This design comes from an exercise in tuning for small area, a short achievable clock period and few clock cycles per item on the open sky130 flow, not from production work.
RTL that was checked went through simulation tests only; none was proved equivalent to the original.

## joystick_to_arm_joint_rates
module joystick_to_arm_joint_rates (
  input  logic                             clk,
  input  logic                             rst_n,
  input  logic                             in_tvalid,
  output logic                             in_tready,
  input  logic [jaj_pkg::IN_DATA_W-1:0]    in_tdata,
  output logic                             out_tvalid,
  input  logic                             out_tready,
  output logic [jaj_pkg::OUT_DATA_W-1:0]   out_tdata,
  input  logic                             cfg_we,
  input  logic [jaj_pkg::CFG_ADDR_W-1:0]   cfg_addr,
  input  logic [jaj_pkg::CFG_DATA_W-1:0]   cfg_wdata
);
  localparam int PW = 80 + 2 + 2 + 1;    
  logic               thr_en_r;
  logic signed [15:0] thr_min_r, thr_max_r;
  logic [7:0]         claw_min_r, claw_max_r, claw_port_r;
  logic               wr_thr;
  assign wr_thr = cfg_we && (cfg_addr == 3'd1 || cfg_addr == 3'd2);
  always_ff @(posedge clk) begin
    if (!rst_n) begin
      thr_en_r    <= 1'b1;
      thr_min_r   <= -16'sd32768;
      thr_max_r   <= 16'sd32767;
      claw_min_r  <= 8'd8;
      claw_max_r  <= 8'd63;
      claw_port_r <= 8'd12;
  ...
For scale: about 9200 cells after synthesis, roughly 74000 sq um of cells after synthesis.
make LEC_CHECK=0 ABC_AREA=1 CAP_MARGIN=20 CORE_MARGIN=2 CORE_UTILIZATION=40 SLEW_MARGIN=20 finish   # period 6.0 ns
run.sh (not shown) runs the stock make flow with config.mk's settings and CLKGATE_MAP_FILE= SYNTH_SCRIPT=/design/flow/synth_recipe.tcl, a recipe that flattens the netlist after the stock synthesis.
The starting point produced a clean layout.
Rerun with:
--- a/flow/design.v
+++ b/flow/design.v
@@ -208,22 +208,22 @@
   logic [7:0]        claw_pos_r, claw_pos_nxt;
   logic              latch_r, latch_nxt, claw_req, claw_lim;
   logic signed [8:0] cdiff, step;
   logic signed [9:0] up_tgt, dn_tgt, step_ext, pos_x;
   logic              up_ok, dn_ok;
   always_ff @(posedge clk) begin
-    step <= (cdiff + $signed({8'd0, cdiff[8]})) >>> 1;
+    step <= (cdiff + signed'({8'd0, cdiff[8]})) >>> 1;
   end
   always_comb begin
-    cdiff    = $signed({1'b0, claw_max_r}) - $signed({1'b0, claw_min_r});
+    cdiff    = signed'({1'b0, claw_max_r}) - signed'({1'b0, claw_min_r});
     step_ext = 10'(step);
-    pos_x    = $signed({2'b00, claw_pos_r});
+    pos_x    = signed'({2'b00, claw_pos_r});
     up_tgt   = pos_x + step_ext;
     dn_tgt   = pos_x - step_ext;
-    up_ok    = (up_tgt <= $signed({2'b00, claw_max_r})) && (up_tgt >= 0) && (up_tgt <= 255);
-    dn_ok    = (dn_tgt >= $signed({2'b00, claw_min_r})) && (dn_tgt >= 0) && (dn_tgt <= 255);
+    up_ok    = (up_tgt <= signed'({2'b00, claw_max_r})) && (up_tgt >= 0) && (up_tgt <= 255);
+    dn_ok    = (dn_tgt >= signed'({2'b00, claw_min_r})) && (dn_tgt >= 0) && (dn_tgt <= 255);
     claw_pos_nxt = claw_pos_r;
     latch_nxt    = latch_r;
     claw_req     = 1'b0;
     claw_lim     = 1'b0;
     if (bopen && !latch_r) begin
       latch_nxt = 1'b1;
Outcome: Die area does not change. Flip-flop and latch count stays the same. Sequential share of layout area does not change. First-iteration DRC count is unchanged. Critical path depth does not change. Register-to-register slack barely changes. Worst hold slack stays the same.
Testbench counts after the change, summed over its fixed seeds: cycles 8,251, items 8,000.
No functional check of the RTL was part of the first run of this note.


run a:
Another version of the RTL of joystick_to_arm_joint_rates (not shown whole).
Size: ~610 flip-flops, roughly 250 I/O pins.
make LEC_CHECK=0 ABC_AREA=1 CAP_MARGIN=20 CORE_MARGIN=2 CORE_UTILIZATION=40 SETUP_SLACK_MARGIN=0.6 SLEW_MARGIN=20 finish   # period 6.0 ns
> inputs changed (run a -> run b)
--- a/flow/design.v
+++ b/flow/design.v
@@ -77,57 +77,59 @@
   cu_t         cu_st;
   logic        cu_gt;      
   logic [3:0]  cu_k;       
   logic [15:0] cu_rn;      
   logic [17:0] cu_rf;      
   logic [16:0] cu_rem;
+  logic [17:0] cu_rn3;     
   logic [3:0]  cu_cnt;
   logic signed [16:0] wr_diff;
   assign wr_diff = (cfg_addr == 3'd2) ? 17'(signed'(cfg_wdata)) - 17'(thr_min_r)
                                       : 17'(thr_max_r) - 17'(signed'(cfg_wdata));
   always_ff @(posedge clk) begin
     if (!rst_n) begin
       cu_st   <= CU_IDLE;
       cu_gt   <= 1'b1;
       cu_k    <= 4'd0;
       cu_rn   <= 16'hffff;
       cu_rf   <= 18'd4;
       cu_rem  <= '0;
+      cu_rn3  <= '0;
       cu_cnt  <= '0;
     end else if (wr_thr) begin
       cu_gt   <= (wr_diff > 17'sd0);
       cu_st   <= (wr_diff > 17'sd0) ? CU_NORM : CU_IDLE;
       cu_rn   <= wr_diff[15:0];
       cu_k    <= 4'd0;
     end else begin
       case (cu_st)
         CU_NORM: begin
           if (cu_rn[15]) begin
             cu_rem <= 17'h10000 - 17'(cu_rn);
+            cu_rn3 <= 18'(cu_rn) + {1'b0, cu_rn, 1'b0};
             cu_cnt <= '0;
             cu_st  <= CU_DIV;
           end else if (cu_rn[15:8] == 8'd0) begin
             cu_rn <= cu_rn << 8; cu_k <= cu_k + 4'd8;
           end else if (cu_rn[15:12] == 4'd0) begin
             cu_rn <= cu_rn << 4; cu_k <= cu_k + 4'd4;
           end else begin
             cu_rn <= cu_rn << 1; cu_k <= cu_k + 4'd1;
           end
         end
         CU_DIV: begin
-          logic [16:0] r1, r2;
-          logic [17:0] t1, t2;
-          logic        b1, b2;
-          t1 = {cu_rem, 1'b0} - {2'b00, cu_rn};
-          b1 = !t1[17];
-          r1 = b1 ? t1[16:0] : {cu_rem[15:0], 1'b0};
-          t2 = {r1, 1'b0} - {2'b00, cu_rn};
-          b2 = !t2[17];
-          r2 = b2 ? t2[16:0] : {r1[15:0], 1'b0};
-          cu_rem <= r2;
-          cu_rf  <= {cu_rf[15:0], b1, b2};
+          logic [18:0] w;
+          logic [19:0] t1, t2, t3;
+          w  = {cu_rem, 2'b00};
+          t1 = {1'b0, w} - {4'b0000, cu_rn};
+          t2 = {1'b0, w} - {3'b000, cu_rn, 1'b0};
+          t3 = {1'b0, w} - {2'b00, cu_rn3};
+          if (!t3[19])      begin cu_rem <= t3[16:0]; cu_rf <= {cu_rf[15:0], 2'd3}; end
+          else if (!t2[19]) begin cu_rem <= t2[16:0]; cu_rf <= {cu_rf[15:0], 2'd2}; end
+          else if (!t1[19]) begin cu_rem <= t1[16:0]; cu_rf <= {cu_rf[15:0], 2'd1}; end
+          else              begin cu_rem <= w[16:0];  cu_rf <= {cu_rf[15:0], 2'd0}; end
           cu_cnt <= cu_cnt + 4'd1;
           if (cu_cnt == 4'd8) cu_st <= CU_IDLE;
         end
         default: ;
       endcase
     end
## What came out
- The final reports for run b and run a show critical path depth lower in the former.
- Looking at post-route clock period utilization across run a and run b, the one that comes out higher is run b.
- Comparing count of inserted antenna diode cells for run a and run b, the bigger number came from run b.
- Against run a, run b reports a half-perimeter wire length after placement that is higher.
- Compared to run a, the router laid down more metal wire for run b.
- Compared with run a, run b shows a global routing met3 resource utilization that is 0.23 points higher.
- Summary — count of state elements after synthesis, run b relative to run a: higher, by 18.
- Run b vs run a, proportion of layout cells with a drive suffix above 1 went down by 1.1 points.
- Looking at count of filler cells inserted in the layout across run a and run b, the one that comes out higher is run b.
- Measured against each other, run a and run b differ in sequential portion of the cell area, the higher figure coming from run a.
- Re number of clock buffer instances in the layout: run b is 2 down on run a.
No run of this note included a check of the RTL's function; only the layout flow was run.

static timing again, ports no longer ideal:
No port has a modelled driver above. Below, the same layouts with a new extraction and two added sets of constraints. Step 1 assumes that a clkbuf_16 drives the clock port and a buf_2 every other input. Step 2 adds t to the input delays and takes it off the output delays; t is the mean of the earliest and latest rising clock arrival at the registers after step 1. Input paths then give back, and output paths get back, about the clock's delay inside the block. Three values: ideal ports, drivers, drivers and shift; two values: the first two.
| run | t (ns) | setup WS [ns] | hold WS [ns] | worst register clock-pin slew, ns | worst slew at a driven data input, ns |
|---|---|---|---|---|---|
| the first run of note 1 | 0.792 | 0.240 / 0.240 / 0.240 | 0.377 / 0.377 / 0.377 | 0.07 / 0.07 | 0.15 |
| the second run of note 1 | 0.792 | 0.240 / 0.240 / 0.240 | 0.377 / 0.377 / 0.377 | 0.07 / 0.07 | 0.15 |
| run a | 0.772 | 0.723 / 0.723 / 0.723 | 0.396 / 0.396 / 0.396 | 0.07 / 0.07 | 0.08 |
| run b | 0.810 | 0.708 / 0.708 / 0.708 | 0.411 / 0.411 / 0.411 | 0.07 / 0.07 | 0.10 |
After both steps every run listed still meets setup and hold.
